What follows belongs to an exercise in optimizing a design on an open flow for small area and a short achievable clock period; a production flow would make more cautious choices. The RTL was checked by simulation tests, not by an equivalence proof against the original design. No activity file was given, so power comes from the tool's default toggle rates.

## id_stage_top
module id_stage_top (
	input  logic         clk,
	input  logic         rst_i,
	input  logic         inst_valid_i,
	input  logic [31:0]  pc_i,
	input  logic [31:0]  inst_i,
	input  logic [31:0]  rf_data1_i,
	input  logic [31:0]  rf_data2_i,
	input  logic [37:0]  ex_fwd_i,
	input  logic [37:0]  mem_fwd_i,
	input  logic         stall_i,
	output logic [11:0]  rf_read_o,
	output logic [32:0]  branch_o,
	output logic [155:0] id_ex_o
);
For scale: roughly 410 I/O pins, roughly 0.0098 mm2 of cells after synthesis.
clock: 12.0 ns
lec_check: 0
abc_area: 1
cap_margin: 20
core_margin: 2
core_utilization: 40
setup_slack_margin: 3.15
slew_margin: 20
standard.sh (not shown) runs the stock make flow with config.mk's settings and CLKGATE_MAP_FILE= SYNTH_SCRIPT=/design/flow/synth_recipe.tcl, a recipe that flattens the netlist after the stock synthesis.
==> flow/flow/run.sh <==
#!/bin/bash
# Standard ORFS layout with two changes: the cell that buffer_ports puts on
# every input and output port (a plain buffer instead of the default
# delay-buffer choice), and clock tree synthesis without dummy load cells.
# Every tool's output goes to orfs/logs and flow.log.
set -euo pipefail
export BUFFER_PORTS_ARGS="-buffer_cell sky130_fd_sc_hd__buf_1"
export CTS_ARGS="-sink_clustering_enable -repair_clock_nets -dont_use_dummy_load"
bash standard.sh finish > flow.log 2>&1
The starting point completed without violations.
==> next run, changes <==
==> flow/flow/run.sh (replaced) <==
#!/bin/bash
# Standard ORFS layout; the only change is the cell that buffer_ports puts
# on every input and output port (a plain buffer instead of the default
# delay-buffer choice). Every tool's output goes to orfs/logs and flow.log.
set -euo pipefail
export BUFFER_PORTS_ARGS="-buffer_cell sky130_fd_sc_hd__buf_1"
bash standard.sh finish > flow.log 2>&1
CORE_UTILIZATION = 45   (was 40)
PLACE_DENSITY = 0.65   (was default)
SETUP_SLACK_MARGIN = 3.0   (was 3.15)
Result: The new run ran to the end with no violations. Synthesized cell count does not change. Power grows by 3.3%. Hold slack improved by 0.0060 ns. Final area decreases by 1.7%. Global-route usage rises by 4.5 points. Synthesized area stays the same. Non-clock buffer count went down by 9. Setup slack got worse by 0.11 ns. Clock-buffer cell count is unchanged. Clock power climbs by 15%.

---

Setup of job 7803:
id_stage_top again, from the RTL that the note above started with.
clock: 12.0 ns
lec_check: 0
abc_area: 1
cap_margin: 20
core_margin: 2
core_utilization: 40
gpl_routability_driven: 0
setup_slack_margin: 3.0
slew_margin: 20
==> flow/flow/run.sh <==
#!/bin/bash
# Standard ORFS layout with two changes: the cell that buffer_ports puts on
# every input and output port (a plain buffer instead of the default
# delay-buffer choice), and clock tree synthesis without dummy load cells.
# Every tool's output goes to orfs/logs and flow.log.
set -euo pipefail
export BUFFER_PORTS_ARGS="-buffer_cell sky130_fd_sc_hd__buf_1"
export CTS_ARGS="-sink_clustering_enable -repair_clock_nets -dont_use_dummy_load"
bash standard.sh finish > flow.log 2>&1
Job 7803 closes out successfully: all stages finished, all timing, DRC and antenna checks passed.
Changes in job 8556 relative to job 7803:
Settings: GPL_ROUTABILITY_DRIVEN removed (was 0).
==> run summary <==
Job 8556 -> job 7803: remaining global-route overflow delta 0, exact match
Lower ratio of total power to cell area was reported by job 7803, not job 8556.
Critical path depth (higher): job 8556
Of the two values seen for start point of the critical path, inst_i[20] was produced by job 7803 and inst_i[15] by job 8556.
~same register share of the cell area in job 7803 and job 8556
Static power due to leakage shrinks slightly when moving from job 7803 to job 8556.
## Diff of input files: job 3747 against job 8556
Settings: SETUP_SLACK_MARGIN: 3.0 -> 3.4.
==> flow/flow/run.sh <==
#!/bin/bash
# Standard ORFS layout; the only change is the cell that buffer_ports puts
# on every input and output port (a plain buffer instead of the default
# delay-buffer choice). Every tool's output goes to orfs/logs and flow.log.
set -euo pipefail
export BUFFER_PORTS_ARGS="-buffer_cell sky130_fd_sc_hd__buf_1"
bash standard.sh finish > flow.log 2>&1
Job 3747 vs. job 8556: switching component of the power saw an increase, number of clock buffer instances in the layout saw little to no change, worst setup slack saw an increase, routed wire length saw an increase, cell area saw an increase. When job 3747 is set beside job 8556, its global-route wire length before repair turns out to be about 1.6% larger. Area growth from synthesis to layout was lower in job 8556 than in job 3747. Going from job 8556 to job 3747, power in the clock group grew by more than 10%. Taking job 8556 as the reference point, the fraction of power spent switching nets of job 3747 rises by 1.1 points.
Input-level comparison between job 5739 and job 3747:
Settings: SETUP_SLACK_MARGIN: 3.4 -> 3.0.
--- outcome ---
Job 5739 went all the way through synthesis, placement and routing and the layout is clean on timing, DRC and antenna.
When job 5739 is set beside job 3747, its clock power share turns out to be 0.8 points larger.
Relative to job 3747, cell area after layout has decreased by about 4.6% in job 5739.
Run comparison: job 3747 start point of the critical path ex_fwd_i[32]; job 5739 start point of the critical path inst_i[21]
Summary: with job 3747 as the reference, final wirelength in job 5739 moved down by a few percent.
From job 3747 to job 5739 the numbers moved as follows: multi-input combinational cell area moved down; part of the total power dissipated in combinational logic has decreased; hold slack roughly the same.

---

Another version of the RTL of id_stage_top (not shown whole).
Size: roughly 1,300 cells after synthesis, roughly 97 flip-flops, about 410 I/O pins, about 10,000 µm² of cells after synthesis.
export LEC_CHECK = 0
export CAP_MARGIN = 20
export CORE_MARGIN = 2
export CORE_UTILIZATION = 40
export CTS_BUF_LIST = sky130_fd_sc_hd__clkbuf_4 sky130_fd_sc_hd__clkbuf_8
export SETUP_SLACK_MARGIN = 3.0
export SLEW_MARGIN = 20
create_clock -name core_clock -period 12.0 [get_ports {clk}]
==> flow/flow/run.sh <==
#!/bin/bash
# Standard ORFS layout; the only change is the cell that buffer_ports puts
# on every input and output port (a plain buffer instead of the default
# delay-buffer choice). Every tool's output goes to orfs/logs and flow.log.
set -euo pipefail
export BUFFER_PORTS_ARGS="-buffer_cell sky130_fd_sc_hd__buf_1"
bash standard.sh finish > flow.log 2>&1
Then changed:
Settings changed: ABC_AREA set to 1.
=>
- wire length is higher by a little under a tenth
- maximum frequency rose by a few percent
- sequential power hardly moves
- worst setup slack gets better by 270 ps
- via count grows by roughly a tenth
- cell area stays flat
- area after synthesis goes up by a few percent

separate check: timing with driven ports:
How much do the figures lean on ideal ports? The routed layouts below were timed once more, with nothing changed but the port constraints. Step 1 (the two cells are an assumption about what drives the block):
set clk [get_ports {clk}]
set_driving_cell -lib_cell sky130_fd_sc_hd__clkbuf_16 $clk
set_driving_cell -lib_cell sky130_fd_sc_hd__buf_2 [delete_from_list [all_inputs] $clk]
Step 2 times the ports against the registers' clock, not the clock port: input delays grow and output delays shrink by t, the midpoint of the rising clock arrivals with the driver on. a / b / c = ideal / step 1 / step 2; a / b = the first two.
| run | shift t [ns] | setup WS [ns] | worst setup path at the end | worst data-port slew with drivers (ns) |
|---|---|---|---|---|
| the first run of note 1 | 0.399 | 3.291 / 3.268 / 3.268 | input to output | 0.07 |
| the second run of note 1 | 0.406 | 3.178 / 3.147 / 3.147 | input to output | 0.10 |
| job 7803 | 0.407 | 3.096 / 3.069 / 3.069 | input to output | 0.07 |
| job 8556 | 0.395 | 3.187 / 3.167 / 3.167 | input to output | 0.08 |
| job 3747 | 0.407 | 3.362 / 3.312 / 3.312 | input to output | 0.08 |
| job 5739 | 0.404 | 3.223 / 3.200 / 3.200 | input to output | 0.08 |
| the first run of note 3 | 0.432 | 3.054 / 3.008 / 3.008 | input to output | 0.08 |
| the second run of note 3 | 0.438 | 3.321 / 3.295 / 3.295 | input to output | 0.08 |
After both steps setup and hold are still met in every run listed. For job 3747, which loses most, drivers alone change the setup slack by -0.050 ns; drivers and shift together by -0.050 ns.
